What follows belongs to an exercise in optimizing a design on an open flow for small area, a short achievable clock period and few clock cycles; a production flow would make more cautious choices.
Only simulation tests tie the RTL to the original design; equivalence was not proved.
Power and IR drop assume default switching activity.

==> v22 <==
## worley_cell_noise_nearest
module worley_cell_noise_nearest #(
    parameter int TABLE_SIZE = 256,
    parameter int FRAC_BITS  = 16
) (
    input  logic         i_clk,
    input  logic         i_rst_n,
    input  logic         s_axis_tvalid,
    output logic         s_axis_tready,
    input  logic [111:0] s_axis_tdata,   
    input  logic [1:0]   s_axis_tuser,   
    output logic         m_axis_tvalid,
    input  logic         m_axis_tready,
    output logic [23:0]  m_axis_tdata    
);
clock: 10.0 ns
lec_check: 0
cap_margin: 20
core_margin: 2
core_utilization: 40
slew_margin: 20
run.sh (not shown) runs the stock make flow with config.mk's settings and CLKGATE_MAP_FILE= SYNTH_SCRIPT=/design/flow/synth_recipe.tcl, a recipe that flattens the netlist after the stock synthesis.
==> v14 (differences from v22) <==
--- a/flow/design.v
+++ b/flow/design.v
@@ -37,16 +37,19 @@
         always_ff @(posedge i_clk) begin
             if (w_en) r_tbl[8*e +: 8] <= w_d;
         end
     end
     for (genvar q = 0; q < 4; q++) begin : g_bank
-        logic [511:0] w_bank;
-        for (genvar r = 0; r < 64; r++) begin : g_row
-            assign w_bank[8*r +: 8] = r_tbl[8*(4*r+q) +: 8];
+        logic [7:0] w_rd;
+        always_comb begin
+            w_rd = '0;
+            for (int r = 0; r < 64; r++) begin
+                w_rd = w_rd | ({8{i_rows[6*q +: 6] == 6'(r)}} & r_tbl[8*(4*r+q) +: 8]);
+            end
         end
         always_ff @(posedge i_clk) begin
-            o_bank[8*q +: 8] <= w_bank[8*i_rows[6*q +: 6] +: 8];
+            o_bank[8*q +: 8] <= w_rd;
         end
     end
     assign o_t1 = r_tbl[8*1 +: 8];
     assign o_t2 = r_tbl[8*2 +: 8];
     assign o_t3 = r_tbl[8*3 +: 8];
@@ -465,11 +468,11 @@
     input  logic [7:0]  i_tval,
     output logic        o_res_valid,
     output logic [19:0] o_res,
     input  logic        i_res_ready
 );
-    localparam int NFIFO = 2;           
+    localparam int NFIFO = 4;           
     localparam int CAP   = NFIFO + 1;   
     logic        w_acc, w_start, w_load;
     logic [15:0] r_whi, r_wlo;
     logic [7:0]  r_wval;
     assign w_acc   = i_valid && o_ready;
@@ -505,11 +508,11 @@
     endfunction
     logic [30:0] r_px, r_py, r_pz;       
     logic        r_act, r_3d, r_last;
     logic [1:0]  r_lvl, r_a, r_j, r_k;
     logic [5:0]  r_left;                 
-    logic [2:0]  r_cnt;                  
+    logic [3:0]  r_cnt;                  
     logic        r_cntok;
     logic        w_deliver;
     logic [7:0]  w_t1, w_t2, w_t3;
     logic [31:0] r_bank;
     logic [7:0]  r_l2 [3][3];            
@@ -782,37 +785,36 @@
             r_push <= r_a_v && r_a_lastwin;
         end
         if (r_a_v) r_best <= w_best;
     end
     logic [36:0] r_fq [NFIFO];
-    logic [1:0]  r_fn;
+    logic [3:0]  r_fn;
     logic        w_push, w_pop;
     logic        w_sq_busy, w_sq_valid, w_sq_start;
     logic [19:0] w_root;
     logic        r_out_v;
     logic [19:0] r_out;
     assign w_push = r_push;
     assign w_deliver = w_sq_valid && !r_out_v;
-    assign w_sq_start = (r_fn != 2'd0) && !w_sq_busy && (!w_sq_valid || w_deliver);
+    assign w_sq_start = (r_fn != 4'd0) && !w_sq_busy && (!w_sq_valid || w_deliver);
     assign w_pop = w_sq_start;
     always_ff @(posedge i_clk) begin
         if (!i_rst_n) begin
             r_fn <= '0;
             r_cnt <= '0;
             r_cntok <= 1'b1;
             r_out_v <= 1'b0;
         end else begin
-            r_fn <= r_fn + 2'(w_push) - 2'(w_pop);
-            r_cnt <= r_cnt + 3'(w_start) - 3'(w_deliver);
-            r_cntok <= (r_cnt + 3'(w_start) - 3'(w_deliver)) < 3'(CAP);
+            r_fn <= r_fn + 4'(w_push) - 4'(w_pop);
+            r_cnt <= r_cnt + 4'(w_start) - 4'(w_deliver);
+            r_cntok <= (r_cnt + 4'(w_start) - 4'(w_deliver)) < 4'(CAP);
             if (w_deliver) r_out_v <= 1'b1;
             else if (i_res_ready) r_out_v <= 1'b0;
         end
-        if (w_pop) r_fq[0] <= r_fq[1];
-        if (w_push) begin
-            if (w_pop) r_fq[~r_fn[0]] <= r_best;
-            else r_fq[r_fn[0]] <= r_best;
+        for (int i = 0; i < NFIFO; i++) begin
+            if (w_push && 4'(i) == r_fn - 4'(w_pop)) r_fq[i] <= r_best;
+            else if (w_pop && i < NFIFO - 1) r_fq[i] <= r_fq[i + 1];
         end
         if (w_deliver) r_out <= w_root;
     end
     wcn_sqrt u_sqrt (
         .i_clk  (i_clk),
--- a/flow/config.mk
+++ b/flow/config.mk
@@ -6,6 +6,7 @@
 export NUM_CORES = 4
 export LEC_CHECK = 0
 export CAP_MARGIN = 20
 export CORE_MARGIN = 2
 export CORE_UTILIZATION = 40
+export SETUP_SLACK_MARGIN = 5
 export SLEW_MARGIN = 20
==> v34 (differences from v22) <==
--- a/flow/design.v
+++ b/flow/design.v
@@ -37,16 +37,19 @@
         always_ff @(posedge i_clk) begin
             if (w_en) r_tbl[8*e +: 8] <= w_d;
         end
     end
     for (genvar q = 0; q < 4; q++) begin : g_bank
-        logic [511:0] w_bank;
-        for (genvar r = 0; r < 64; r++) begin : g_row
-            assign w_bank[8*r +: 8] = r_tbl[8*(4*r+q) +: 8];
+        logic [7:0] w_rd;
+        always_comb begin
+            w_rd = '0;
+            for (int r = 0; r < 64; r++) begin
+                w_rd = w_rd | ({8{i_rows[6*q +: 6] == 6'(r)}} & r_tbl[8*(4*r+q) +: 8]);
+            end
         end
         always_ff @(posedge i_clk) begin
-            o_bank[8*q +: 8] <= w_bank[8*i_rows[6*q +: 6] +: 8];
+            o_bank[8*q +: 8] <= w_rd;
         end
     end
     assign o_t1 = r_tbl[8*1 +: 8];
     assign o_t2 = r_tbl[8*2 +: 8];
     assign o_t3 = r_tbl[8*3 +: 8];
@@ -465,11 +468,11 @@
     input  logic [7:0]  i_tval,
     output logic        o_res_valid,
     output logic [19:0] o_res,
     input  logic        i_res_ready
 );
-    localparam int NFIFO = 2;           
+    localparam int NFIFO = 4;           
     localparam int CAP   = NFIFO + 1;   
     logic        w_acc, w_start, w_load;
     logic [15:0] r_whi, r_wlo;
     logic [7:0]  r_wval;
     assign w_acc   = i_valid && o_ready;
@@ -505,11 +508,11 @@
     endfunction
     logic [30:0] r_px, r_py, r_pz;       
     logic        r_act, r_3d, r_last;
     logic [1:0]  r_lvl, r_a, r_j, r_k;
     logic [5:0]  r_left;                 
-    logic [2:0]  r_cnt;                  
+    logic [3:0]  r_cnt;                  
     logic        r_cntok;
     logic        w_deliver;
     logic [7:0]  w_t1, w_t2, w_t3;
     logic [31:0] r_bank;
     logic [7:0]  r_l2 [3][3];            
@@ -782,37 +785,36 @@
             r_push <= r_a_v && r_a_lastwin;
         end
         if (r_a_v) r_best <= w_best;
     end
     logic [36:0] r_fq [NFIFO];
-    logic [1:0]  r_fn;
+    logic [3:0]  r_fn;
     logic        w_push, w_pop;
     logic        w_sq_busy, w_sq_valid, w_sq_start;
     logic [19:0] w_root;
     logic        r_out_v;
     logic [19:0] r_out;
     assign w_push = r_push;
     assign w_deliver = w_sq_valid && !r_out_v;
-    assign w_sq_start = (r_fn != 2'd0) && !w_sq_busy && (!w_sq_valid || w_deliver);
+    assign w_sq_start = (r_fn != 4'd0) && !w_sq_busy && (!w_sq_valid || w_deliver);
     assign w_pop = w_sq_start;
     always_ff @(posedge i_clk) begin
         if (!i_rst_n) begin
             r_fn <= '0;
             r_cnt <= '0;
             r_cntok <= 1'b1;
             r_out_v <= 1'b0;
         end else begin
-            r_fn <= r_fn + 2'(w_push) - 2'(w_pop);
-            r_cnt <= r_cnt + 3'(w_start) - 3'(w_deliver);
-            r_cntok <= (r_cnt + 3'(w_start) - 3'(w_deliver)) < 3'(CAP);
+            r_fn <= r_fn + 4'(w_push) - 4'(w_pop);
+            r_cnt <= r_cnt + 4'(w_start) - 4'(w_deliver);
+            r_cntok <= (r_cnt + 4'(w_start) - 4'(w_deliver)) < 4'(CAP);
             if (w_deliver) r_out_v <= 1'b1;
             else if (i_res_ready) r_out_v <= 1'b0;
         end
-        if (w_pop) r_fq[0] <= r_fq[1];
-        if (w_push) begin
-            if (w_pop) r_fq[~r_fn[0]] <= r_best;
-            else r_fq[r_fn[0]] <= r_best;
+        for (int i = 0; i < NFIFO; i++) begin
+            if (w_push && 4'(i) == r_fn - 4'(w_pop)) r_fq[i] <= r_best;
+            else if (w_pop && i < NFIFO - 1) r_fq[i] <= r_fq[i + 1];
         end
         if (w_deliver) r_out <= w_root;
     end
     wcn_sqrt u_sqrt (
         .i_clk  (i_clk),
==> flow/flow/run.sh (new file) <==
#!/bin/bash
set -o pipefail
bash standard.sh SETUP_SLACK_MARGIN=6.5 finish > standard.log 2>&1
==> flow/standard.sh (new file) <==
#!/bin/bash
# synth_recipe.tcl (not shown) runs the flow's synth.tcl, then flattens the netlist and writes it again
# the make line also repeats each setting of config.mk as NAME=value (left out here)
make -C /OpenROAD-flow-scripts/flow DESIGN_CONFIG=/design/flow/config.mk WORK_HOME=/design/flow/orfs CLKGATE_MAP_FILE= SYNTH_SCRIPT=/design/flow/synth_recipe.tcl "${@:-finish}"
--- a/flow/config.mk
+++ b/flow/config.mk
@@ -6,6 +6,7 @@
 export NUM_CORES = 4
 export LEC_CHECK = 0
 export CAP_MARGIN = 20
 export CORE_MARGIN = 2
 export CORE_UTILIZATION = 40
+export SETUP_SLACK_MARGIN = 5
 export SLEW_MARGIN = 20
removed: flow/run.sh
==> comparison table <==
Outcome: v14 complete, no violations; v34 complete, no violations; v22 complete, no violations
Average vias per placed instance: v14 6.01; v34 6.06; v22 5.48
Total via count in the routed design: v14 99.8k; v34 102k; v22 83.3k
Share of power burned in the clock network: v14 21.8%; v34 20.0%; v22 22.1%
Comb power: v14 26.5 mW; v34 30.3 mW; v22 24.7 mW
Startpoint of the most critical setup path: v14 u_core.r_last; v34 u_core.r_3d; v22 u_core.r_s_firstax
Count of nets after finishing: v14 12.6k; v34 12.8k; v22 11.2k
Launch point of the worst hold path: v14 u_core.r_rot1[0]; v34 u_core.r_rot1[0]; v22 u_core.r_m2_gfirst
Post-layout instance area: v14 169000 um^2; v34 175000 um^2; v22 166000 um^2
Combinational power share: v14 44.4%; v34 47.8%; v22 44.0%
Area fraction in and, or, nand and nor cells after synthesis: v14 9.22%; v34 9.22%; v22 6.93%
Multiplexer area fraction after synthesis: v14 2.55%; v34 2.55%; v22 12.6%
Clk pwr: v14 13.0 mW; v34 12.7 mW; v22 12.4 mW
Xor-xnor portion of the synthesized cell area: v14 1.64%; v34 1.64%; v22 1.76%
Total Routing Usage GR: v14 26.8%; v34 27.4%; v22 20.5%
Slew at the pin closest to its max-slew limit: v14 1.27 ns; v34 1.24 ns; v22 1.19 ns
Area used by multi-input combinational logic: v14 54000 um^2; v34 57200 um^2; v22 55900 um^2
Warnings from Yosys: v14 25; v34 25; v22 23
Mapped Cells: v14 11.0k; v34 11.0k; v22 9828
Share of the synthesized area in compound gates (AO/OA/AOI/OAI): v14 11.1%; v34 11.1%; v22 4.63%
Global placement routability congestion: v14 0.996; v34 1.01; v22 0.881
Number of cells on the critical path: v14 4; v34 16; v22 14
Internal reg-to-reg setup slack: v14 5.32 ns; v34 6.13 ns; v22 4.76 ns
Final Power: v14 59.6 mW; v34 63.5 mW; v22 56.0 mW
Grt met3 use: v14 6.03%; v34 5.49%; v22 2.38%
Testbench counts of v22, summed over its fixed seeds: cycles 11,944.
Testbench counts of v14, summed over its fixed seeds: cycles 11,093.
Testbench counts of v34, summed over its fixed seeds: cycles 11,093.

[separate check: timing with driven ports]
Ports are ideal in the flow. The routed layouts listed here were re-timed in OpenROAD.
Step 1 assumes that a clkbuf_16 drives the clock port and a buf_2 every other input.
Step 2 also shifts input and output timing later by t, the mid clock arrival at the registers, as if the neighbouring blocks saw the same clock.
Three values: ideal, step 1, step 2; two values: the first two.
run	t, ns	slack for setup (ns)	worst setup path at the end	worst slew at a driven data input, ns	pins driven straight from the clock port
v22	1.002	4.760 / 4.760 / 4.760	register to register	0.22	1
v14	1.027	5.214 / 5.112 / 5.322	register to register	0.31	1
v34	1.046	6.133 / 6.112 / 5.523	input to register	0.08	1
After both steps every run listed still meets setup and hold. The setup slack of v34, which loses most, moves by -0.021 ns with the drivers and by -0.610 ns with both steps.
